Context: an optimization exercise on an open-source flow, tuned for small area, a short achievable clock period and few clock cycles per item. The choices shown serve that exercise and are no tape-out recipe.
No run shown here included a check of the RTL's function; only the layout flow was run.

[design/flow/design.v]
`default_nettype none
package aes_pkg;
	localparam int unsigned AES_NB = 4;
	localparam int unsigned AES_NR = 10;
	localparam int unsigned AES_BLOCK_W = 128;
	localparam int unsigned AES_WORD_W = 32;
	localparam int unsigned AES_BYTE_W = 8;
	typedef logic [AES_BYTE_W-1:0] aes_byte_t;
	typedef logic [AES_WORD_W-1:0] aes_word_t;
	typedef logic [$clog2(AES_NR+1)-1:0] aes_round_t;
	localparam aes_byte_t AES_RCON_INIT = 8'h01;
	localparam aes_byte_t AES_REDUCE = 8'h1b;
	typedef logic [AES_BLOCK_W-1:0] aes_block_u;
	function automatic aes_byte_t aes_xtime(input aes_byte_t b);
		aes_byte_t shifted;
		shifted = {b[AES_BYTE_W-2:0], 1'b0};
		aes_xtime = b[AES_BYTE_W-1] ? (shifted ^ AES_REDUCE) : shifted;
	endfunction
endpackage
`default_nettype wire
`default_nettype none
module aes_sbox_a (
	input  wire [7:0]  byte_i,
	output wire [15:0] mid_o
);
	wire U0, U1, U2, U3, U4, U5, U6, U7;
	assign {U0, U1, U2, U3, U4, U5, U6, U7} = byte_i;
	wire T1, T2, T3, T4, T5, T6, T7, T8, T9, T10;
	wire T11, T12, T13, T14, T15, T16, T17, T18, T19, T20;
	wire T21, T22, T23, T24, T25, T26, T27, M1, M2, M3;
	wire M4, M5, M6, M7, M8, M9, M10, M11, M12, M13;
	wire M14, M15, M16, M17, M18, M19, M20, M21, M22, M23;
	wire M24, M25, M26, M27, M28, M29, M30, M31, M32, M33;
	wire M34, M35, M36, M37, M38, M39, M40, M41, M42;
	aes_xor2 g0 (.a(U0), .b(U3), .y(T1));
	aes_xor2 g1 (.a(U0), .b(U5), .y(T2));
	aes_xor2 g2 (.a(U0), .b(U6), .y(T3));
	aes_xor2 g3 (.a(U3), .b(U5), .y(T4));
	aes_xor2 g4 (.a(U4), .b(U6), .y(T5));
	aes_xor2 g5 (.a(T1), .b(T5), .y(T6));
	aes_xor2 g6 (.a(U1), .b(U2), .y(T7));
	aes_xor2 g7 (.a(U7), .b(T6), .y(T8));
	aes_xor2 g8 (.a(U7), .b(T7), .y(T9));
	aes_xor2 g9 (.a(T6), .b(T7), .y(T10));
	aes_xor2 g10 (.a(U1), .b(U5), .y(T11));
	aes_xor2 g11 (.a(U2), .b(U5), .y(T12));
	aes_xor2 g12 (.a(T3), .b(T4), .y(T13));
	aes_xor2 g13 (.a(T6), .b(T11), .y(T14));
	aes_xor2 g14 (.a(T5), .b(T11), .y(T15));
	aes_xor2 g15 (.a(T5), .b(T12), .y(T16));
	aes_xor2 g16 (.a(T9), .b(T16), .y(T17));
	aes_xor2 g17 (.a(U3), .b(U7), .y(T18));
	aes_xor2 g18 (.a(T7), .b(T18), .y(T19));
	aes_xor2 g19 (.a(T1), .b(T19), .y(T20));
	aes_xor2 g20 (.a(U6), .b(U7), .y(T21));
	aes_xor2 g21 (.a(T7), .b(T21), .y(T22));
	aes_xor2 g22 (.a(T2), .b(T22), .y(T23));
	aes_xor2 g23 (.a(T2), .b(T10), .y(T24));
	aes_xor2 g24 (.a(T20), .b(T17), .y(T25));
	aes_xor2 g25 (.a(T3), .b(T16), .y(T26));
	aes_xor2 g26 (.a(T1), .b(T12), .y(T27));
	aes_nand2 g27 (.a(T13), .b(T6), .y(M1));
	aes_nand2 g28 (.a(T23), .b(T8), .y(M2));
	aes_xnor2 g29 (.a(T14), .b(M1), .y(M3));
	aes_nand2 g30 (.a(T19), .b(U7), .y(M4));
	aes_xor2 g31 (.a(M4), .b(M1), .y(M5));
	aes_nand2 g32 (.a(T3), .b(T16), .y(M6));
	aes_nand2 g33 (.a(T22), .b(T9), .y(M7));
	aes_xnor2 g34 (.a(T26), .b(M6), .y(M8));
	aes_nand2 g35 (.a(T20), .b(T17), .y(M9));
	aes_xor2 g36 (.a(M9), .b(M6), .y(M10));
	aes_nand2 g37 (.a(T1), .b(T15), .y(M11));
	aes_nand2 g38 (.a(T4), .b(T27), .y(M12));
	aes_xor2 g39 (.a(M12), .b(M11), .y(M13));
	aes_nand2 g40 (.a(T2), .b(T10), .y(M14));
	aes_xor2 g41 (.a(M14), .b(M11), .y(M15));
	aes_xnor2 g42 (.a(M3), .b(M2), .y(M16));
	aes_xor2 g43 (.a(M5), .b(T24), .y(M17));
	aes_xnor2 g44 (.a(M8), .b(M7), .y(M18));
	aes_xor2 g45 (.a(M10), .b(M15), .y(M19));
	aes_xor2 g46 (.a(M16), .b(M13), .y(M20));
	aes_xor2 g47 (.a(M17), .b(M15), .y(M21));
	aes_xor2 g48 (.a(M18), .b(M13), .y(M22));
	aes_xor2 g49 (.a(M19), .b(T25), .y(M23));
	aes_xnor2 g50 (.a(M22), .b(M23), .y(M24));
	aes_nand2 g51 (.a(M22), .b(M20), .y(M25));
	aes_xor2 g52 (.a(M21), .b(M25), .y(M26));
	aes_xnor2 g53 (.a(M20), .b(M21), .y(M27));
	aes_xor2 g54 (.a(M23), .b(M25), .y(M28));
	aes_nor2 g55 (.a(M28), .b(M27), .y(M29));
	aes_nor2 g56 (.a(M26), .b(M24), .y(M30));
	aes_nand2 g57 (.a(M20), .b(M23), .y(M31));
	aes_nor2 g58 (.a(M27), .b(M31), .y(M32));
	aes_xor2 g59 (.a(M27), .b(M25), .y(M33));
	aes_nand2 g60 (.a(M21), .b(M22), .y(M34));
	aes_nor2 g61 (.a(M24), .b(M34), .y(M35));
	aes_xor2 g62 (.a(M24), .b(M25), .y(M36));
	aes_xor2 g63 (.a(M21), .b(M29), .y(M37));
	aes_xor2 g64 (.a(M32), .b(M33), .y(M38));
	aes_xor2 g65 (.a(M23), .b(M30), .y(M39));
	aes_xor2 g66 (.a(M35), .b(M36), .y(M40));
	aes_xor2 g67 (.a(M38), .b(M40), .y(M41));
	aes_xor2 g68 (.a(M37), .b(M39), .y(M42));
	assign mid_o = {M37, M38, M39, M40, M41, M42, T10, T13, T15, T16, T2, T20, T23, T4, T8, U7};
endmodule
module aes_sbox_ak (
	input  wire [7:0]  byte_i,
	output wire [11:0] mid_o
);
	wire U0, U1, U2, U3, U4, U5, U6, U7;
	assign {U0, U1, U2, U3, U4, U5, U6, U7} = byte_i;
	wire T1, T2, T3, T4, T5, T6, T7, T8, T9, T10;
	wire T11, T12, T13, T14, T15, T16, T17, T18, T19, T20;
	wire T21, T22, T23, T24, T25, T26, T27, M1, M2, M3;
	wire M4, M5, M6, M7, M8, M9, M10, M11, M12, M13;
	wire M14, M15, M16, M17, M18, M19, M20, M21, M22, M23;
	wire M24, M25, M26, M27, M28, M29, M30, M31, M32, M33;
	wire M34, M35, M36, M37, M38, M39, M40, M41, M42;
	aes_xor2 g0 (.a(U0), .b(U3), .y(T1));
	aes_xor2 g1 (.a(U0), .b(U5), .y(T2));
	aes_xor2 g2 (.a(U0), .b(U6), .y(T3));
	aes_xor2 g3 (.a(U3), .b(U5), .y(T4));
	aes_xor2 g4 (.a(U4), .b(U6), .y(T5));
	aes_xor2 g5 (.a(T1), .b(T5), .y(T6));
	aes_xor2 g6 (.a(U1), .b(U2), .y(T7));
	aes_xor2 g7 (.a(U7), .b(T6), .y(T8));
	aes_xor2 g8 (.a(U7), .b(T7), .y(T9));
	aes_xor2 g9 (.a(T6), .b(T7), .y(T10));
	aes_xor2 g10 (.a(U1), .b(U5), .y(T11));
	aes_xor2 g11 (.a(U2), .b(U5), .y(T12));
	aes_xor2 g12 (.a(T3), .b(T4), .y(T13));
	aes_xor2 g13 (.a(T6), .b(T11), .y(T14));
	aes_xor2 g14 (.a(T5), .b(T11), .y(T15));
	aes_xor2 g15 (.a(T5), .b(T12), .y(T16));
	aes_xor2 g16 (.a(T9), .b(T16), .y(T17));
	aes_xor2 g17 (.a(U3), .b(U7), .y(T18));
	aes_xor2 g18 (.a(T7), .b(T18), .y(T19));
	aes_xor2 g19 (.a(T1), .b(T19), .y(T20));
	aes_xor2 g20 (.a(U6), .b(U7), .y(T21));
	aes_xor2 g21 (.a(T7), .b(T21), .y(T22));
	aes_xor2 g22 (.a(T2), .b(T22), .y(T23));
	aes_xor2 g23 (.a(T2), .b(T10), .y(T24));
	aes_xor2 g24 (.a(T20), .b(T17), .y(T25));
	aes_xor2 g25 (.a(T3), .b(T16), .y(T26));
	aes_xor2 g26 (.a(T1), .b(T12), .y(T27));
	aes_nand2 g27 (.a(T13), .b(T6), .y(M1));
	aes_nand2 g28 (.a(T23), .b(T8), .y(M2));
	aes_xnor2 g29 (.a(T14), .b(M1), .y(M3));
	aes_nand2 g30 (.a(T19), .b(U7), .y(M4));
	aes_xor2 g31 (.a(M4), .b(M1), .y(M5));
	aes_nand2 g32 (.a(T3), .b(T16), .y(M6));
	aes_nand2 g33 (.a(T22), .b(T9), .y(M7));
	aes_xnor2 g34 (.a(T26), .b(M6), .y(M8));
	aes_nand2 g35 (.a(T20), .b(T17), .y(M9));
	aes_xor2 g36 (.a(M9), .b(M6), .y(M10));
	aes_nand2 g37 (.a(T1), .b(T15), .y(M11));
	aes_nand2 g38 (.a(T4), .b(T27), .y(M12));
	aes_xor2 g39 (.a(M12), .b(M11), .y(M13));
	aes_nand2 g40 (.a(T2), .b(T10), .y(M14));
	aes_xor2 g41 (.a(M14), .b(M11), .y(M15));
	aes_xnor2 g42 (.a(M3), .b(M2), .y(M16));
	aes_xor2 g43 (.a(M5), .b(T24), .y(M17));
	aes_xnor2 g44 (.a(M8), .b(M7), .y(M18));
	aes_xor2 g45 (.a(M10), .b(M15), .y(M19));
	aes_xor2 g46 (.a(M16), .b(M13), .y(M20));
	aes_xor2 g47 (.a(M17), .b(M15), .y(M21));
	aes_xor2 g48 (.a(M18), .b(M13), .y(M22));
	aes_xor2 g49 (.a(M19), .b(T25), .y(M23));
	aes_xnor2 g50 (.a(M22), .b(M23), .y(M24));
	aes_nand2 g51 (.a(M22), .b(M20), .y(M25));
	aes_xor2 g52 (.a(M21), .b(M25), .y(M26));
	aes_xnor2 g53 (.a(M20), .b(M21), .y(M27));
	aes_xor2 g54 (.a(M23), .b(M25), .y(M28));
	aes_nor2 g55 (.a(M28), .b(M27), .y(M29));
	aes_nor2 g56 (.a(M26), .b(M24), .y(M30));
	aes_nand2 g57 (.a(M20), .b(M23), .y(M31));
	aes_nor2 g58 (.a(M27), .b(M31), .y(M32));
	aes_xor2 g59 (.a(M27), .b(M25), .y(M33));
	aes_nand2 g60 (.a(M21), .b(M22), .y(M34));
	aes_nor2 g61 (.a(M24), .b(M34), .y(M35));
	aes_xor2 g62 (.a(M24), .b(M25), .y(M36));
	aes_xor2 g63 (.a(M21), .b(M29), .y(M37));
	aes_xor2 g64 (.a(M32), .b(M33), .y(M38));
	aes_xor2 g65 (.a(M23), .b(M30), .y(M39));
	aes_xor2 g66 (.a(M35), .b(M36), .y(M40));
	aes_xor2 g67 (.a(M38), .b(M40), .y(M41));
	aes_xor2 g68 (.a(M37), .b(M39), .y(M42));
	assign mid_o = {M37, M38, M39, M40, M41, M42, T13, T17, T23, T27, T8, T9};
endmodule
module aes_sbox_b (
	input  wire [15:0] mid_i,
	output wire [7:0]  byte_o
);
	wire M37, M38, M39, M40, M41, M42, T10, T13, T15, T16;
	wire T2, T20, T23, T4, T8, U7;
	assign {M37, M38, M39, M40, M41, M42, T10, T13, T15, T16, T2, T20, T23, T4, T8, U7} = mid_i;
	wire R0, R1, R2, R3, R4, R5, R6, R7;
	wire M43, M44, M45, M46, M47, M48, M49, M50, M51, M52;
	wire M53, M54, M55, M56, M57, M58, M59, M60, M61, M62;
	wire M63, L0, L1, L2, L3, L4, L5, L6, L7, L8;
	wire L9, L10, L11, L12, L13, L14, L15, L16, L17, L18;
	wire L19, L20, L21, L22, L23, L24, L25, L26, L27, L28;
	wire L29, S0, S1, S2, S3, S4, S5, S6, S7;
	aes_xor2 g0 (.a(T2), .b(T4), .y(R0));
	aes_xor2 g1 (.a(T13), .b(T4), .y(R1));
	aes_xor2 g2 (.a(T8), .b(U7), .y(R2));
	aes_xor2 g3 (.a(T10), .b(T8), .y(R3));
	aes_xor2 g4 (.a(T15), .b(U7), .y(R4));
	aes_xor2 g5 (.a(T13), .b(T23), .y(R5));
	aes_xor2 g6 (.a(T2), .b(T23), .y(R6));
	aes_xor2 g7 (.a(T10), .b(T15), .y(R7));
	aes_xor2 g8 (.a(M37), .b(M38), .y(M43));
	aes_xor2 g9 (.a(M39), .b(M40), .y(M44));
	aes_xor2 g10 (.a(M42), .b(M41), .y(M45));
	aes_nand2 g11 (.a(M44), .b(R2), .y(M46));
	aes_nand2 g12 (.a(M40), .b(T8), .y(M47));
	aes_nand2 g13 (.a(M39), .b(U7), .y(M48));
	aes_nand2 g14 (.a(M43), .b(T16), .y(M49));
	aes_nand2 g15 (.a(M38), .b(R3), .y(M50));
	aes_nand2 g16 (.a(M37), .b(R4), .y(M51));
	aes_nand2 g17 (.a(M42), .b(T15), .y(M52));
	aes_nand2 g18 (.a(M45), .b(R7), .y(M53));
	aes_nand2 g19 (.a(M41), .b(T10), .y(M54));
	aes_nand2 g20 (.a(M44), .b(T13), .y(M55));
	aes_nand2 g21 (.a(M40), .b(T23), .y(M56));
	aes_nand2 g22 (.a(M39), .b(R5), .y(M57));
	aes_nand2 g23 (.a(M43), .b(R1), .y(M58));
	aes_nand2 g24 (.a(M38), .b(R6), .y(M59));
	aes_nand2 g25 (.a(M37), .b(T20), .y(M60));
	aes_nand2 g26 (.a(M42), .b(R0), .y(M61));
	aes_nand2 g27 (.a(M45), .b(T4), .y(M62));
	aes_nand2 g28 (.a(M41), .b(T2), .y(M63));
	aes_xor2 g29 (.a(M61), .b(M62), .y(L0));
	aes_xor2 g30 (.a(M50), .b(M56), .y(L1));
	aes_xor2 g31 (.a(M46), .b(M48), .y(L2));
	aes_xor2 g32 (.a(M47), .b(M55), .y(L3));
	aes_xor2 g33 (.a(M54), .b(M58), .y(L4));
	aes_xor2 g34 (.a(M49), .b(M61), .y(L5));
	aes_xnor2 g35 (.a(M62), .b(L5), .y(L6));
	aes_xnor2 g36 (.a(M46), .b(L3), .y(L7));
	aes_xor2 g37 (.a(M51), .b(M59), .y(L8));
	aes_xor2 g38 (.a(M52), .b(M53), .y(L9));
	aes_xnor2 g39 (.a(M53), .b(L4), .y(L10));
	aes_xnor2 g40 (.a(M60), .b(L2), .y(L11));
	aes_xor2 g41 (.a(M48), .b(M51), .y(L12));
	aes_xnor2 g42 (.a(M50), .b(L0), .y(L13));
	aes_xor2 g43 (.a(M52), .b(M61), .y(L14));
	aes_xnor2 g44 (.a(M55), .b(L1), .y(L15));
	aes_xnor2 g45 (.a(M56), .b(L0), .y(L16));
	aes_xnor2 g46 (.a(M57), .b(L1), .y(L17));
	aes_xnor2 g47 (.a(M58), .b(L8), .y(L18));
	aes_xnor2 g48 (.a(M63), .b(L4), .y(L19));
	aes_xor2 g49 (.a(L0), .b(L1), .y(L20));
	aes_xor2 g50 (.a(L1), .b(L7), .y(L21));
	aes_xor2 g51 (.a(L3), .b(L12), .y(L22));
	aes_xor2 g52 (.a(L18), .b(L2), .y(L23));
	aes_xor2 g53 (.a(L15), .b(L9), .y(L24));
	aes_xor2 g54 (.a(L6), .b(L10), .y(L25));
	aes_xor2 g55 (.a(L7), .b(L9), .y(L26));
	aes_xor2 g56 (.a(L8), .b(L10), .y(L27));
	aes_xor2 g57 (.a(L11), .b(L14), .y(L28));
	aes_xor2 g58 (.a(L11), .b(L17), .y(L29));
	aes_xor2 g59 (.a(L6), .b(L24), .y(S0));
	aes_xnor2 g60 (.a(L16), .b(L26), .y(S1));
	aes_xnor2 g61 (.a(L19), .b(L28), .y(S2));
	aes_xor2 g62 (.a(L6), .b(L21), .y(S3));
	aes_xor2 g63 (.a(L20), .b(L22), .y(S4));
	aes_xor2 g64 (.a(L25), .b(L29), .y(S5));
	aes_xnor2 g65 (.a(L13), .b(L27), .y(S6));
	aes_xnor2 g66 (.a(L6), .b(L23), .y(S7));
	assign byte_o = {S0, S1, S2, S3, S4, S5, S6, S7};
endmodule
module aes_sbox_bk (
	input  wire [19:0] mid_i,
	output wire [7:0]  byte_o
);
	wire M37, M38, M39, M40, M41, M42, T13, T17, T23, T27;
	wire T8, T9, U0, U1, U2, U3, U4, U5, U6, U7;
	assign {M37, M38, M39, M40, M41, M42, T13, T17, T23, T27, T8, T9, U0, U1, U2, U3, U4, U5, U6, U7} = mid_i;
	wire R0, R1, R2, R3, R4, R5, R6, R7, R8, R9;
	wire R10;
	wire M43, M44, M45, M46, M47, M48, M49, M50, M51, M52;
	wire M53, M54, M55, M56, M57, M58, M59, M60, M61, M62;
	wire M63, L0, L1, L2, L3, L4, L5, L6, L7, L8;
	wire L9, L10, L11, L12, L13, L14, L15, L16, L17, L18;
	wire L19, L20, L21, L22, L23, L24, L25, L26, L27, L28;
	wire L29, S0, S1, S2, S3, S4, S5, S6, S7;
	aes_xor2 g0 (.a(U0), .b(U3), .y(R0));
	aes_xor2 g1 (.a(U0), .b(U5), .y(R1));
	aes_xor2 g2 (.a(U0), .b(U6), .y(R2));
	aes_xor2 g3 (.a(U3), .b(U5), .y(R3));
	aes_xor2 g4 (.a(T8), .b(U7), .y(R4));
	aes_xor2 g5 (.a(T8), .b(T9), .y(R5));
	aes_xor2 g6 (.a(T17), .b(U7), .y(R6));
	aes_xor2 g7 (.a(T17), .b(T9), .y(R7));
	aes_xor2 g8 (.a(T13), .b(T23), .y(R8));
	aes_xor2 g9 (.a(T9), .b(U0), .y(R9));
	aes_xor2 g10 (.a(T9), .b(U6), .y(R10));
	aes_xor2 g11 (.a(M37), .b(M38), .y(M43));
	aes_xor2 g12 (.a(M39), .b(M40), .y(M44));
	aes_xor2 g13 (.a(M42), .b(M41), .y(M45));
	aes_nand2 g14 (.a(M44), .b(R4), .y(M46));
	aes_nand2 g15 (.a(M40), .b(T8), .y(M47));
	aes_nand2 g16 (.a(M39), .b(U7), .y(M48));
	aes_nand2 g17 (.a(M43), .b(R7), .y(M49));
	aes_nand2 g18 (.a(M38), .b(T9), .y(M50));
	aes_nand2 g19 (.a(M37), .b(T17), .y(M51));
	aes_nand2 g20 (.a(M42), .b(R6), .y(M52));
	aes_nand2 g21 (.a(M45), .b(T27), .y(M53));
	aes_nand2 g22 (.a(M41), .b(R5), .y(M54));
	aes_nand2 g23 (.a(M44), .b(T13), .y(M55));
	aes_nand2 g24 (.a(M40), .b(T23), .y(M56));
	aes_nand2 g25 (.a(M39), .b(R8), .y(M57));
	aes_nand2 g26 (.a(M43), .b(R2), .y(M58));
	aes_nand2 g27 (.a(M38), .b(R10), .y(M59));
	aes_nand2 g28 (.a(M37), .b(R9), .y(M60));
	aes_nand2 g29 (.a(M42), .b(R0), .y(M61));
	aes_nand2 g30 (.a(M45), .b(R3), .y(M62));
	aes_nand2 g31 (.a(M41), .b(R1), .y(M63));
	aes_xor2 g32 (.a(M61), .b(M62), .y(L0));
	aes_xor2 g33 (.a(M50), .b(M56), .y(L1));
	aes_xor2 g34 (.a(M46), .b(M48), .y(L2));
	aes_xor2 g35 (.a(M47), .b(M55), .y(L3));
	aes_xor2 g36 (.a(M54), .b(M58), .y(L4));
	aes_xor2 g37 (.a(M49), .b(M61), .y(L5));
	aes_xnor2 g38 (.a(M62), .b(L5), .y(L6));
	aes_xnor2 g39 (.a(M46), .b(L3), .y(L7));
	aes_xor2 g40 (.a(M51), .b(M59), .y(L8));
	aes_xor2 g41 (.a(M52), .b(M53), .y(L9));
	aes_xnor2 g42 (.a(M53), .b(L4), .y(L10));
	aes_xnor2 g43 (.a(M60), .b(L2), .y(L11));
	aes_xor2 g44 (.a(M48), .b(M51), .y(L12));
	aes_xnor2 g45 (.a(M50), .b(L0), .y(L13));
	aes_xor2 g46 (.a(M52), .b(M61), .y(L14));
	aes_xnor2 g47 (.a(M55), .b(L1), .y(L15));
	aes_xnor2 g48 (.a(M56), .b(L0), .y(L16));
	aes_xnor2 g49 (.a(M57), .b(L1), .y(L17));
	aes_xnor2 g50 (.a(M58), .b(L8), .y(L18));
	aes_xnor2 g51 (.a(M63), .b(L4), .y(L19));
	aes_xor2 g52 (.a(L0), .b(L1), .y(L20));
	aes_xor2 g53 (.a(L1), .b(L7), .y(L21));
	aes_xor2 g54 (.a(L3), .b(L12), .y(L22));
	aes_xor2 g55 (.a(L18), .b(L2), .y(L23));
	aes_xor2 g56 (.a(L15), .b(L9), .y(L24));
	aes_xor2 g57 (.a(L6), .b(L10), .y(L25));
	aes_xor2 g58 (.a(L7), .b(L9), .y(L26));
	aes_xor2 g59 (.a(L8), .b(L10), .y(L27));
	aes_xor2 g60 (.a(L11), .b(L14), .y(L28));
	aes_xor2 g61 (.a(L11), .b(L17), .y(L29));
	aes_xor2 g62 (.a(L6), .b(L24), .y(S0));
	aes_xnor2 g63 (.a(L16), .b(L26), .y(S1));
	aes_xnor2 g64 (.a(L19), .b(L28), .y(S2));
	aes_xor2 g65 (.a(L6), .b(L21), .y(S3));
	aes_xor2 g66 (.a(L20), .b(L22), .y(S4));
	aes_xor2 g67 (.a(L25), .b(L29), .y(S5));
	aes_xnor2 g68 (.a(L13), .b(L27), .y(S6));
	aes_xnor2 g69 (.a(L6), .b(L23), .y(S7));
	assign byte_o = {S0, S1, S2, S3, S4, S5, S6, S7};
endmodule
module aes_xor2 (
	input  wire a,
	input  wire b,
	output wire y
);
	assign y = a ^ b;
endmodule
module aes_xnor2 (
	input  wire a,
	input  wire b,
	output wire y
);
	assign y = ~(a ^ b);
endmodule
module aes_nand2 (
	input  wire a,
	input  wire b,
	output wire y
);
	assign y = ~(a & b);
endmodule
module aes_nor2 (
	input  wire a,
	input  wire b,
	output wire y
);
	assign y = ~(a | b);
endmodule
`default_nettype wire
`default_nettype none
module aes_xorv #(
	parameter int W = 8
) (
	input  wire [W-1:0] a,
	input  wire [W-1:0] b,
	output wire [W-1:0] y
);
	assign y = a ^ b;
endmodule
module aes_andnv #(
	parameter int W = 8
) (
	input  wire [W-1:0] a,
	input  wire         s,
	output wire [W-1:0] y
);
	assign y = a & ~{W{s}};
endmodule
module aes_mux2v #(
	parameter int W = 8
) (
	input  wire         s,
	input  wire [W-1:0] a,
	input  wire [W-1:0] b,
	output wire [W-1:0] y
);
	assign y = s ? b : a;
endmodule
module aes_xtime (
	input  wire [7:0] a,
	output wire [7:0] y
);
	aes_xorv #(.W(3)) red_i (
		.a({a[3], a[2], a[0]}),
		.b({3{a[7]}}),
		.y({y[4], y[3], y[1]})
	);
	assign {y[7], y[6], y[5], y[2], y[0]} = {a[6], a[5], a[4], a[1], a[7]};
endmodule
module aes_mix_column (
	input  wire [31:0] col_i,
	output wire [31:0] col_o
);
	wire [7:0] a [4];
	wire [7:0] p [4];    
	wire [7:0] x [4];    
	wire [7:0] q [4];    
	for (genvar i = 0; i < 4; i++) begin : g_col
		assign a[i] = col_i[31-8*i -: 8];
		aes_xorv #(.W(8)) p_i (.a(a[i]), .b(a[(i + 1) % 4]), .y(p[i]));
		aes_xtime x_i (.a(p[i]), .y(x[i]));
		aes_xorv #(.W(8)) q_i (.a(a[(i + 1) % 4]), .b(p[(i + 2) % 4]), .y(q[i]));
		aes_xorv #(.W(8)) o_i (.a(q[i]), .b(x[i]), .y(col_o[31-8*i -: 8]));
	end
endmodule
module aes_round (
	input  wire aes_pkg::aes_block_u sub_i,
	input  wire aes_pkg::aes_block_u round_key_i,
	output aes_pkg::aes_block_u      state_o,
	output aes_pkg::aes_block_u      final_o
);
	aes_pkg::aes_block_u shift_state;
	aes_pkg::aes_block_u mix_state;
	always_comb begin
		for (int c = 0; c < 4; c++) begin
			for (int r = 0; r < 4; r++) begin
				shift_state[127-8*(4*c + r) -: 8] = sub_i[127-8*(4*((c + r) % 4) + r) -: 8];
			end
		end
	end
	for (genvar c = 0; c < 4; c++) begin : g_mix
		aes_mix_column mix_i (
			.col_i(shift_state[127-32*c -: 32]),
			.col_o(mix_state[127-32*c -: 32])
		);
	end
	assign state_o = mix_state;
	aes_xorv #(.W(128)) fin_i (.a(shift_state), .b(round_key_i), .y(final_o));
endmodule
`default_nettype wire
`default_nettype none
module aes_key_expander (
	input  wire aes_pkg::aes_block_u key_i,
	input  wire aes_pkg::aes_byte_t  rcon_i,
	input  wire aes_pkg::aes_word_t  sub_i,
	output aes_pkg::aes_block_u      key_o
);
	aes_pkg::aes_word_t w0;
	aes_pkg::aes_word_t w01;
	aes_pkg::aes_word_t w23;
	aes_pkg::aes_block_u early;
	assign w0 = key_i[127:96] ^ {rcon_i, 24'h000000};
	assign w01 = w0 ^ key_i[95:64];
	assign w23 = key_i[63:32] ^ key_i[31:0];
	assign early = {w0, w01, w01 ^ key_i[63:32], w01 ^ w23};
	aes_xorv #(.W(128)) sub_x (.a(early), .b({4{sub_i}}), .y(key_o));
endmodule
`default_nettype wire
`default_nettype none
module aes128_enc (
	input  wire                      clock_clk_i,
	input  wire                      arst_n_i,
	input  wire                      in_req_i,
	output logic                     in_ack_o,
	input  wire aes_pkg::aes_block_u plaintext_i,
	input  wire aes_pkg::aes_block_u key_i,
	output logic                     out_req_o,
	input  wire                      out_ack_i,
	output aes_pkg::aes_block_u      ciphertext_o
);
	logic ack_q;
	logic                a_valid_q;
	logic                a_parked_q;
	logic                a_first_q;
	aes_pkg::aes_byte_t  a_rcon_q;
	aes_pkg::aes_block_u a_state_q;
	aes_pkg::aes_block_u a_key_q;
	logic                b_valid_q;
	logic                b_parked_q;
	logic                b_first_q;
	aes_pkg::aes_byte_t  b_rcon_q;
	logic [16*16-1:0]    b_mid_q;
	aes_pkg::aes_block_u b_key_q;
	logic [4*12-1:0]     b_kmid_q;
	logic                capture_q;
	logic                deliver_q;
	logic                park_q;
	logic                out_full_q;
	logic                out_req_q;
	aes_pkg::aes_block_u ct_q;
	logic [16*16-1:0]    mid;
	logic [4*12-1:0]     kmid;
	aes_pkg::aes_block_u sub_state;
	aes_pkg::aes_word_t  key_sub;
	aes_pkg::aes_block_u round_key;
	aes_pkg::aes_block_u mix_state;
	aes_pkg::aes_block_u final_out;
	aes_pkg::aes_block_u mix_kept;
	aes_pkg::aes_block_u whitened;
	aes_pkg::aes_block_u add_key;
	aes_pkg::aes_block_u state_next;
	aes_pkg::aes_block_u park_val;
	aes_pkg::aes_block_u ct_next;
	logic other_parked;
	logic out_full_next;
	logic n_done;
	logic n_deliver;
	logic n_park;
	logic n_capture;
	assign other_parked = a_valid_q && a_parked_q;
	assign out_full_next = deliver_q || (out_full_q && (out_req_q || out_ack_i));
	assign n_done = a_valid_q && (a_parked_q || a_rcon_q == 8'h36);
	assign n_deliver = n_done && !out_full_next && (!park_q || (a_parked_q && a_first_q));
	assign n_park = n_done && !n_deliver;
	assign n_capture = in_req_i && !ack_q && !capture_q && (!a_valid_q || n_deliver);
	for (genvar i = 0; i < 16; i++) begin : g_sbox
		aes_sbox_a sbox_i (
			.byte_i(a_state_q[127-8*i -: 8]),
			.mid_o (mid[16*i +: 16])
		);
	end
	for (genvar i = 0; i < 4; i++) begin : g_ksbox
		aes_sbox_ak sbox_i (
			.byte_i(a_key_q[127-8*(12 + (i + 1) % 4) -: 8]),
			.mid_o (kmid[12*i +: 12])
		);
	end
	for (genvar i = 0; i < 16; i++) begin : g_sbox_out
		aes_sbox_b sbox_i (
			.mid_i (b_mid_q[16*i +: 16]),
			.byte_o(sub_state[127-8*i -: 8])
		);
	end
	for (genvar i = 0; i < 4; i++) begin : g_ksbox_out
		aes_sbox_bk sbox_i (
			.mid_i ({b_kmid_q[12*i +: 12], b_key_q[127-8*(12 + (i + 1) % 4) -: 8]}),
			.byte_o(key_sub[31-8*i -: 8])
		);
	end
	aes_key_expander key_expander_i (
		.key_i (b_key_q),
		.rcon_i(b_rcon_q),
		.sub_i (key_sub),
		.key_o (round_key)
	);
	aes_round round_i (
		.sub_i      (sub_state),
		.round_key_i(round_key),
		.state_o    (mix_state),
		.final_o    (final_out)
	);
	aes_andnv #(.W(128)) mix_kept_i (.a(mix_state), .s(capture_q), .y(mix_kept));
	aes_xorv #(.W(128)) whiten_i (.a(plaintext_i), .b(key_i), .y(whitened));
	assign add_key = capture_q ? whitened : round_key;
	aes_xorv #(.W(128)) ark_i (.a(mix_kept), .b(add_key), .y(state_next));
	assign park_val = b_parked_q ? b_key_q : final_out;
	aes_mux2v #(.W(128)) ct_next_i (.s(deliver_q), .a(ct_q), .b(park_val), .y(ct_next));
	always_ff @(posedge clock_clk_i or negedge arst_n_i) begin
		if (!arst_n_i) begin
			ack_q <= 1'b0;
			a_valid_q <= 1'b0;
			a_parked_q <= 1'b0;
			a_first_q <= 1'b0;
			b_valid_q <= 1'b0;
			b_parked_q <= 1'b0;
			b_first_q <= 1'b0;
			capture_q <= 1'b0;
			deliver_q <= 1'b0;
			park_q <= 1'b0;
			out_full_q <= 1'b0;
			out_req_q <= 1'b0;
		end else begin
			if (capture_q) begin
				ack_q <= 1'b1;
			end else if (!in_req_i) begin
				ack_q <= 1'b0;
			end
			a_valid_q <= capture_q || (b_valid_q && !deliver_q);
			a_parked_q <= park_q;
			a_first_q <= park_q && (b_first_q || !other_parked);
			b_valid_q <= a_valid_q;
			b_parked_q <= a_parked_q;
			b_first_q <= a_first_q;
			capture_q <= n_capture;
			deliver_q <= n_deliver;
			park_q <= n_park;
			if (deliver_q) begin
				out_req_q <= 1'b1;
			end else if (out_ack_i) begin
				out_req_q <= 1'b0;
			end
			out_full_q <= out_full_next;
		end
	end
	always_ff @(posedge clock_clk_i) begin
		a_state_q <= state_next;
		if (capture_q) begin
			a_key_q <= key_i;
			a_rcon_q <= 8'h01;
		end else begin
			if (park_q) begin
				a_key_q <= park_val;
			end else begin
				a_key_q <= round_key;
			end
			a_rcon_q <= aes_pkg::aes_xtime(b_rcon_q);
		end
		b_mid_q <= mid;
		b_key_q <= a_key_q;
		b_kmid_q <= kmid;
		b_rcon_q <= a_rcon_q;
		ct_q <= ct_next;
	end
	assign in_ack_o = ack_q;
	assign out_req_o = out_req_q;
	assign ciphertext_o = ct_q;
endmodule
`default_nettype wire
[design/flow/flow/run.sh]
#!/bin/bash
# Standard layout (the standard.sh, unchanged synthesis) with the
# resizer asked for more setup margin than the 10 ns clock needs, so that it
# sizes up the slow XOR chains, and plain buffers on the ports; the clock
# period and constraints are the standard flow's.
cp standard.sh standard_sh.log
export SETUP_SLACK_MARGIN=6.65
export BUFFER_PORTS_ARGS="-buffer_cell sky130_fd_sc_hd__buf_2"
bash standard.sh > standard.log 2>&1
[design/flow/standard.sh]
#!/bin/bash
# synth_recipe.tcl (not shown) runs the flow's synth.tcl, then flattens the netlist and writes it again
# the make line also repeats each setting of config.mk as NAME=value (left out here)
make -C /OpenROAD-flow-scripts/flow DESIGN_CONFIG=/design/flow/config.mk WORK_HOME=/design/flow/orfs CLKGATE_MAP_FILE= SYNTH_SCRIPT=/design/flow/synth_recipe.tcl "${@:-finish}"
[design/flow/config.mk]
export PLATFORM = sky130hd
export DESIGN_NAME = aes128_enc
export DESIGN_NICKNAME = aes128_enc
export VERILOG_FILES = /design/flow/design.v
export SDC_FILE = /design/flow/constraint.sdc
export NUM_CORES = 4
export LEC_CHECK = 0
export CAP_MARGIN = 20
export CORE_MARGIN = 2
export CORE_UTILIZATION = 40
export SLEW_MARGIN = 20
export SYNTH_HIERARCHICAL = 1
[design/flow/constraint.sdc]
create_clock -name core_clock -period 10.0 [get_ports {clock_clk_i}]
set_input_delay 2.0000 -clock core_clock [delete_from_list [all_inputs] [get_ports {clock_clk_i}]]
set_output_delay 2.0000 -clock core_clock [all_outputs]
set_load 0.01 [all_outputs]
==> results of run 1 <==
## flip-flops by register name, summed over array words and instances (netlist names)
| signal | flops |
|---|---|
| b_first_q | 1 |
| ct_q | 128 |
| a_state_q | 128 |
| b_key_q | 128 |
| b_mid_q | 256 |
| b_kmid_q | 48 |
| deliver_q | 1 |
| a_parked_q | 1 |
| b_parked_q | 1 |
| out_full_q | 1 |
| park_q | 1 |
| a_first_q | 1 |
| b_valid_q | 1 |
| a_key_q | 128 |
| a_rcon_q | 8 |
| capture_q | 1 |
| a_valid_q | 1 |
| b_rcon_q | 8 |
| out_req_q | 1 |
| ack_q | 1 |
## stage by stage
step	utilization
final	0.460
after floorplan	-
after global placement	0.403
after detailed placement	0.403
after global routing	0.460
after CTS	0.437
## critical path, cell delays in order, from the launching register on
cell,delay [ns]
dfxtp_1,0.50
xor2_1,0.17
nand2_1,0.13
xor2_1,0.38
xor2_1,0.37
xor2_4,0.43
xor2_1,0.60
xor2_1,0.14
mux2_2,0.31
mux2i_1,0.13
o21ai_0,0.09
## cell usage in the layout, fill, tap and decap left out, types with 8 or more instances in the layout
| cell type | netlist | final |
|---|---|---|
| clkinvlp_4 | 0 | 8 |
| bufinv_16 | 0 | 11 |
| o21ai_0 | 10 | 10 |
| clkbuf_8 | 8 | 12 |
| inv_1 | 28 | 28 |
| nor2_1 | 85 | 85 |
| xor2_4 | 0 | 66 |
| buf_12 | 11 | 13 |
| xnor3_1 | 32 | 32 |
| o21ai_1 | 120 | 120 |
| dfrtp_1 | 12 | 8 |
| clkinv_2 | 0 | 27 |
| xor2_1 | 2604 | 2290 |
| nor2b_1 | 133 | 132 |
| mux2i_1 | 128 | 128 |
| buf_4 | 575 | 160 |
| xnor2_1 | 467 | 381 |
| clkbuf_16 | 0 | 102 |
| dfxtp_2 | 0 | 59 |
| nand2_1 | 729 | 729 |
| xnor2_2 | 0 | 69 |
| mux2_4 | 120 | 120 |
| buf_2 | 21 | 389 |
| dfxtp_1 | 832 | 768 |
| xor2_2 | 8 | 256 |
| clkbuf_1 | 18 | 14 |
| mux2_2 | 264 | 264 |
| xnor2_4 | 0 | 17 |
## Yosys stat by module (local to each module, per instance), a selection
module	flops+latches	times used	cells	area [um2]
aes_xnor2	0	400	1	8.76
aes_xtime	0	16	5	37.5
aes_nor2	0	80	1	3.75
aes_xor2	0	1652	1	8.76
aes_key_expander	0	1	136	1570
aes_sbox_b	0	16	8	60.1
aes_sbox_bk	0	4	8	60.1
aes_sbox_ak	0	4	12	90.1
## final timing paths
| path | startpoint | endpoint | slack (ns) | depth (start not counted) |
|---|---|---|---|---|
| worst max-delay path | b_key_q[31] | a_key_q[3] | 6.57 | 10 |
| worst max register to register | b_key_q[31] | a_key_q[3] | 6.57 | 10 |
| min in group asynchronous | arst_n_i | ack_q | 1.16 | 1 |
| worst min register to register | a_key_q[83] | b_key_q[83] | 0.32 | 0 |
| max in group asynchronous | arst_n_i | b_parked_q | 8.59 | 1 |
| worst min-delay path | a_key_q[83] | b_key_q[83] | 0.32 | 0 |
## cells by family (layout without fill, tap and decap cells)
group,count (synthesis),in the layout
simple gates,954,954
flops,844,844
mux,512,512
compound gates,136,136
other cells,0,7
buf+inv,673,779
xor+xnor,3111,3111
## synthesized netlist by cell type (2+ instances only)
master | count | area (um2)
buf_1 | 2 | 7.51
nor2_1 | 85 | 319
nand2_1 | 729 | 2740
xor2_1 | 2604 | 22800
a21o_1 | 2 | 15.0
o21ai_0 | 10 | 50.1
nor2b_1 | 133 | 832
o21ai_1 | 120 | 601
buf_6 | 8 | 90.1
dfrtp_1 | 12 | 300
buf_2 | 21 | 105
inv_1 | 28 | 105
buf_4 | 575 | 4320
clkbuf_1 | 18 | 67.6
buf_8 | 2 | 30.0
dfxtp_1 | 832 | 16700
mux2_4 | 120 | 1800
buf_12 | 11 | 220
xnor2_1 | 467 | 4090
mux2_2 | 264 | 2970
clkbuf_8 | 8 | 110
xnor3_1 | 32 | 721
mux2i_1 | 128 | 1280
xor2_2 | 8 | 130
## layer usage
layer	up-vias	track usage	wire (um)
li1	18700	-	-
met1	19100	0.316	83900
met2	989	0.374	84500
met3	268	0.0268	9110
met4	4	0.116	10100
met5	-	0	21
## final cells by class
cell class	count	area share
clock buffer	128	0.0402
tap	2016	0.0366
sequential	844	0.247
clock inverter	59	0.00960
antenna	7	0.000254
multi-input combinational	4713	0.615
timing repair buffer	564	0.0498
inverter	28	0.00152
## what timing repair did
item                                    in CTS  in global routing
gates resized for setup                    214                323
endpoints found under the setup margin     342                328
pin swaps                                   11                 87
buffers inserted                            18                117
hold endpoints to repair                     0                  0
==> qor.yml, run 1 <==
path_clk_slew_ns: 0.06
place_congestion: 0.925
drtPass1Iterations: 5
startpoint_type: "flip-flop"
grt.total_usage: 0.236
final_cells: 8359
cp_data_required_time_ns: 10.56
top_level_ports: 390
final_hold_viol_count: 0
cts_sinks: 844
die_h_um: 393
final_max_slew_viol_count: 0
avgViaCountPerCell: 4.68
max_freq_mhz: 292
hold_buffers: 0
synth_compound_area_frac: 0.0116
synth_xor_area_frac: 0.459
setup_tns_ns: 0
ys.flop_type: "dfxtp_1"
clock_latency_ns: 0.73
seqCellArea_um2: 17100
rsz0062_at_grt: "true"
wl_mm: 188
clk_path_buf_depth: 3
dp_slack_ns: 5.90
async_flop_share: 0.0142
port-buffer-count: 389
ys_seq_area_frac: 0.281
whs_ns: 0.322
postSynthAreaPerCell_um2: 9.70
synthSimpleGateAreaFrac: 0.0651
syn-num-nets: 6490
synthCells: 6230
slew_headroom: 0.202
synth_top_family_by_area: "XOR/XNOR gates"
muxShareOfSynthArea: 0.100
start_util: 0.403
synthesis.area_um2: 60400
final_layout_size_suffix_gt1_frac: 0.253
core_region_area_um2: 150000
area_growth_pct: 14.1
period_minus_slack_ns: 3.43
die_w_um: 393
setup_viol: 0
grt_pass1_wl_mm: 264
fin_skew_ns: 0.0386
vias: 39100
place.detailed.hpwl_mm: 151
fin_area_um2: 69000
initialDrtViolationCount: 2337
synth.distinct_cells: 35
die-area_um2: 154000
critical_path.endpoint_type: "flip-flop"
grt_pass1_vias: 39000
tightest_slew_ns: 1.20
ant_nets: 1
hp-class: "reg -> reg"
synth_fa_ha_area_frac: 0
cts_buffers: 99
yosys_warnings: 9
path_max_fanout: 6
multi_input_comb_area_um2: 42400
antenna_found_initial: 15
cts_tree: "built"
final_nets: 6510
std_cell_rows: 142
so.violations: "antenna violations"
fin_crit_sh: 0.343
dp_cells: 8030
detail_route.wl_per_cell_um: 22.4
nFillCells: 14200
synth-seq-cells: 844
cts-root-buf: "clkbuf_16"
grt_max_degree: 105
post-route-drc-count: 0
cts_max_level: 3
max_cap_viol_count: 0
setup_ws_ns: 6.57
worstPathArrival_ns: 3.99
status: "complete, but fails checks"
critPathKind: "reg -> reg"
overflow: 0
synth-edff-count: 0
dpl_cell_area_um2: 60400
==> run 2: changes to the inputs <==
--- a/design/flow/flow/run.sh
+++ b/design/flow/flow/run.sh
@@ -5,5 +5,5 @@
 # period and constraints are the standard flow's.
 cp standard.sh standard_sh.log
-export SETUP_SLACK_MARGIN=6.65
+export SETUP_SLACK_MARGIN=6.75
 export BUFFER_PORTS_ARGS="-buffer_cell sky130_fd_sc_hd__buf_2"
 bash standard.sh > standard.log 2>&1
==> qor.yml, run 2 <==
slew_headroom: 0.180  # -0.0227
ys_seq_area_frac: 0.281  # unchanged
period_minus_slack_ns: 3.32  # -0.103 ns
ant_nets: 0  # -1
die_w_um: 393  # unchanged
overflow: 0  # unchanged
syn-num-nets: 6490  # unchanged
multi_input_comb_area_um2: 44100  # +4.0%
final_nets: 6666  # +2.4%
start_util: 0.403  # unchanged
post-route-drc-count: 0  # unchanged
die_h_um: 393  # unchanged
yosysMostFrequentCell: "xor2_1"
fin_skew_ns: 0.0437  # +0.00514 ns
grt_pass1_vias: 39600  # +1.5%
synth-seq-cells: 844  # unchanged
grt_pass1_wl_mm: 266  # +1.0%
grt.total_usage: 0.238  # +0.00241
synthTopCellsByCount: "2604 x xor2_1, 832 x dfxtp_1, 729 x nand2_1, 575 x buf_4, 467 x xnor2_1"
port-buffer-count: 389  # unchanged
rsz0062_at_grt: "true"
worstPathArrival_ns: 3.93  # -0.06 ns
fin_area_um2: 72500  # +5.2%
synth.distinct_cells: 35  # unchanged
yosysTopAreaCellShare: 0.377  # unchanged
synth-edff-count: 0  # unchanged
ys_top_cells_by_area: "xor2_1 38%, dfxtp_1 28%, buf_4 7.1%"
std_cell_rows: 142  # unchanged
synthCells: 6230  # unchanged
core_region_area_um2: 150000  # unchanged
worst_path_max_delay_cell: "dfxtp_1"
ys.flop_type: "dfxtp_1"
avgViaCountPerCell: 4.69  # +0.20%
hp-class: "reg -> reg"
fin_crit_sh: 0.332  # -0.0103
postSynthAreaPerCell_um2: 9.70  # unchanged
place_congestion: 0.925  # unchanged
cts_sinks: 844  # unchanged
max_cap_viol_count: 0  # unchanged
max_freq_mhz: 301  # +3.1%
detail_route.wl_per_cell_um: 22.4  # about the same
yosys_warnings: 9  # unchanged
path_max_fanout: 5  # -1
async_flop_share: 0.0142  # unchanged
cts_max_level: 3  # unchanged
die-area_um2: 154000  # unchanged
cts-root-buf: "clkbuf_16"
critPathMaxStageDelay_ns: 0.41  # -0.19 ns
largest_register_ffs: 256  # unchanged
dpl_cell_area_um2: 60400  # unchanged
clock_latency_ns: 0.74  # about the same
whs_ns: 0.325  # +0.00302 ns
vias: 39900  # +2.1%
cts_buffers: 99  # unchanged
nFillCells: 13800  # -2.7%
top_register: "b_mid_q"
synth_area_leader_cell: "xor2_1"
crit_top_cell: "xor2_1"
place.detailed.hpwl_mm: 151  # unchanged
setup_tns_ns: 0  # unchanged
startpoint_type: "flip-flop"
area_growth_pct: 20.0
setup_viol: 0  # unchanged
final_hold_viol_count: 0  # unchanged
final_max_slew_viol_count: 0  # unchanged
status: "timing/DRC/antenna clean"
hold_buffers: 0  # unchanged
tightest_slew_ns: 1.23  # +0.0330 ns
critPathKind: "reg -> reg"
clk_path_buf_depth: 3  # unchanged
top_level_ports: 390  # unchanged
drtPass1Iterations: 5  # unchanged
cts_tree: "built"
cp_cell_sequence: "xor2_1 -> nand2_1 -> xor2_1 -> xor2_1 -> xor2_1 -> buf_6 -> xor2_4 -> xor2_1 -> xor2_1 -> nor2b_1 -> xor2_1"
final_layout_size_suffix_gt1_frac: 0.306  # +0.0539
grt_max_degree: 105  # unchanged
layout_commonest_cell: "xor2_1"
wl_mm: 191  # +1.8%
seqCellArea_um2: 17200  # +0.90%
layout_common_cells: "2161 x xor2_1, 728 x nand2_1, 695 x dfxtp_1"
synthesis.area_um2: 60400  # unchanged
cp_data_required_time_ns: 10.60  # +0.04 ns
fin_util: 0.484  # +0.0239
critical_path.endpoint_type: "flip-flop"
path_clk_slew_ns: 0.06  # about the same
antenna_found_initial: 13  # -2
initialDrtViolationCount: 2505  # +7.2%
[run 2: cell counts after synthesis]
No cell type changed its count.
[run 2: final cells by class]
type                            count  share of cell area
Multi-Input combinational cell   4713               0.608
Clock buffer                      128              0.0382
Antenna cell                        6            0.000207
Timing Repair Buffer              720              0.0712
Sequential cell                   844               0.237
Inverter                           28             0.00145
Tap cell                         2016              0.0348
Clock inverter                     59             0.00912
[run 2: per-stage QoR]
stage,setup WS [ns],std cells
after floorplan,6.92,6230
after global placement,5.91,8030
after detailed placement,5.90,8030
after CTS,6.64,8271
after global routing,6.62,8509
final,6.68,8514
[run 2: kinds of logic after synthesis]
group / count (synthesis) / share of synthesized area
muxes: 512 / 0.100
DFF: 844 / 0.281
AOI/OAI and AO/OA: 136 / 0.0116
buffers and inverters: 673 / 0.0836
and+or+nand+nor: 954 / 0.0651
xor gates and xnor gates: 3111 / 0.459
[run 2: layer usage]
metal  share of wire  wire [um]  track usage
met1            0.44      83300        0.316
met2            0.45      85900        0.375
met3           0.055      10600       0.0311
met4           0.059      11300        0.126
met5        0.000079         15            0
[run 2: Yosys stat by module, one instance, submodules excluded, excerpt]
module	flops+latches	cells
aes_nand2	0	1
aes128_enc	844	1590
aes_xnor2	0	1
aes_key_expander	0	136
aes_sbox_a	0	16
aes_nor2	0	1
aes_xor2	0	1
aes_sbox_bk	0	8
aes_sbox_b	0	8
[run 2: critical path, delay by kind of cell, from the launching register on]
family        cells  cell delay (ns)
flops             1             0.41
xor+xnor          8             2.15
buf+inv           1             0.23
simple gates      2             0.41
[run 2: what timing repair did]
| action | in CTS | in global routing |
|---|---|---|
| buffers inserted | 54 | 237 |
| endpoints found under the setup margin | 469 | 396 |
| gates cloned | 0 | 0 |
| pin swaps | 30 | 140 |
| resized for setup | 485 | 439 |
[run 2: final timing paths]
check                             start             end  slack, ns  cells after the start
min                         a_key_q[41]     b_key_q[41]       0.33                      0
max reg2reg                b_mid_q[171]  a_state_q[115]       6.68                     11
min in group asynchronous      arst_n_i           ack_q       1.15                      1
min reg2reg                 a_key_q[41]     b_key_q[41]       0.33                      0
max in group asynchronous      arst_n_i      b_parked_q       8.60                      1
max                        b_mid_q[171]  a_state_q[115]       6.68                     11

-- what the ideal ports hide --
The results above use ideal ports. As a check the final layouts listed here were re-extracted and re-timed, cells and wires unchanged. Step 1: set_driving_cell puts a clkbuf_16 on clock_clk_i and a buf_2 on each other input, an assumption about the parent block. Step 2 times the ports against the registers' clock, not the clock port: input delays grow and output delays shrink by t, the midpoint of the rising clock arrivals with the driver on. Slacks: ideal ports / drivers / drivers and shift; pairs: ideal ports / drivers.
run	t, ns	setup slack, ns	worst setup path at the end
run 1	0.790	6.572 / 6.572 / 6.328	input to register
run 2	0.795	6.675 / 6.665 / 6.336	input to register
For run 2, which loses most, drivers alone change the setup slack by -0.010 ns; drivers and shift together by -0.339 ns.
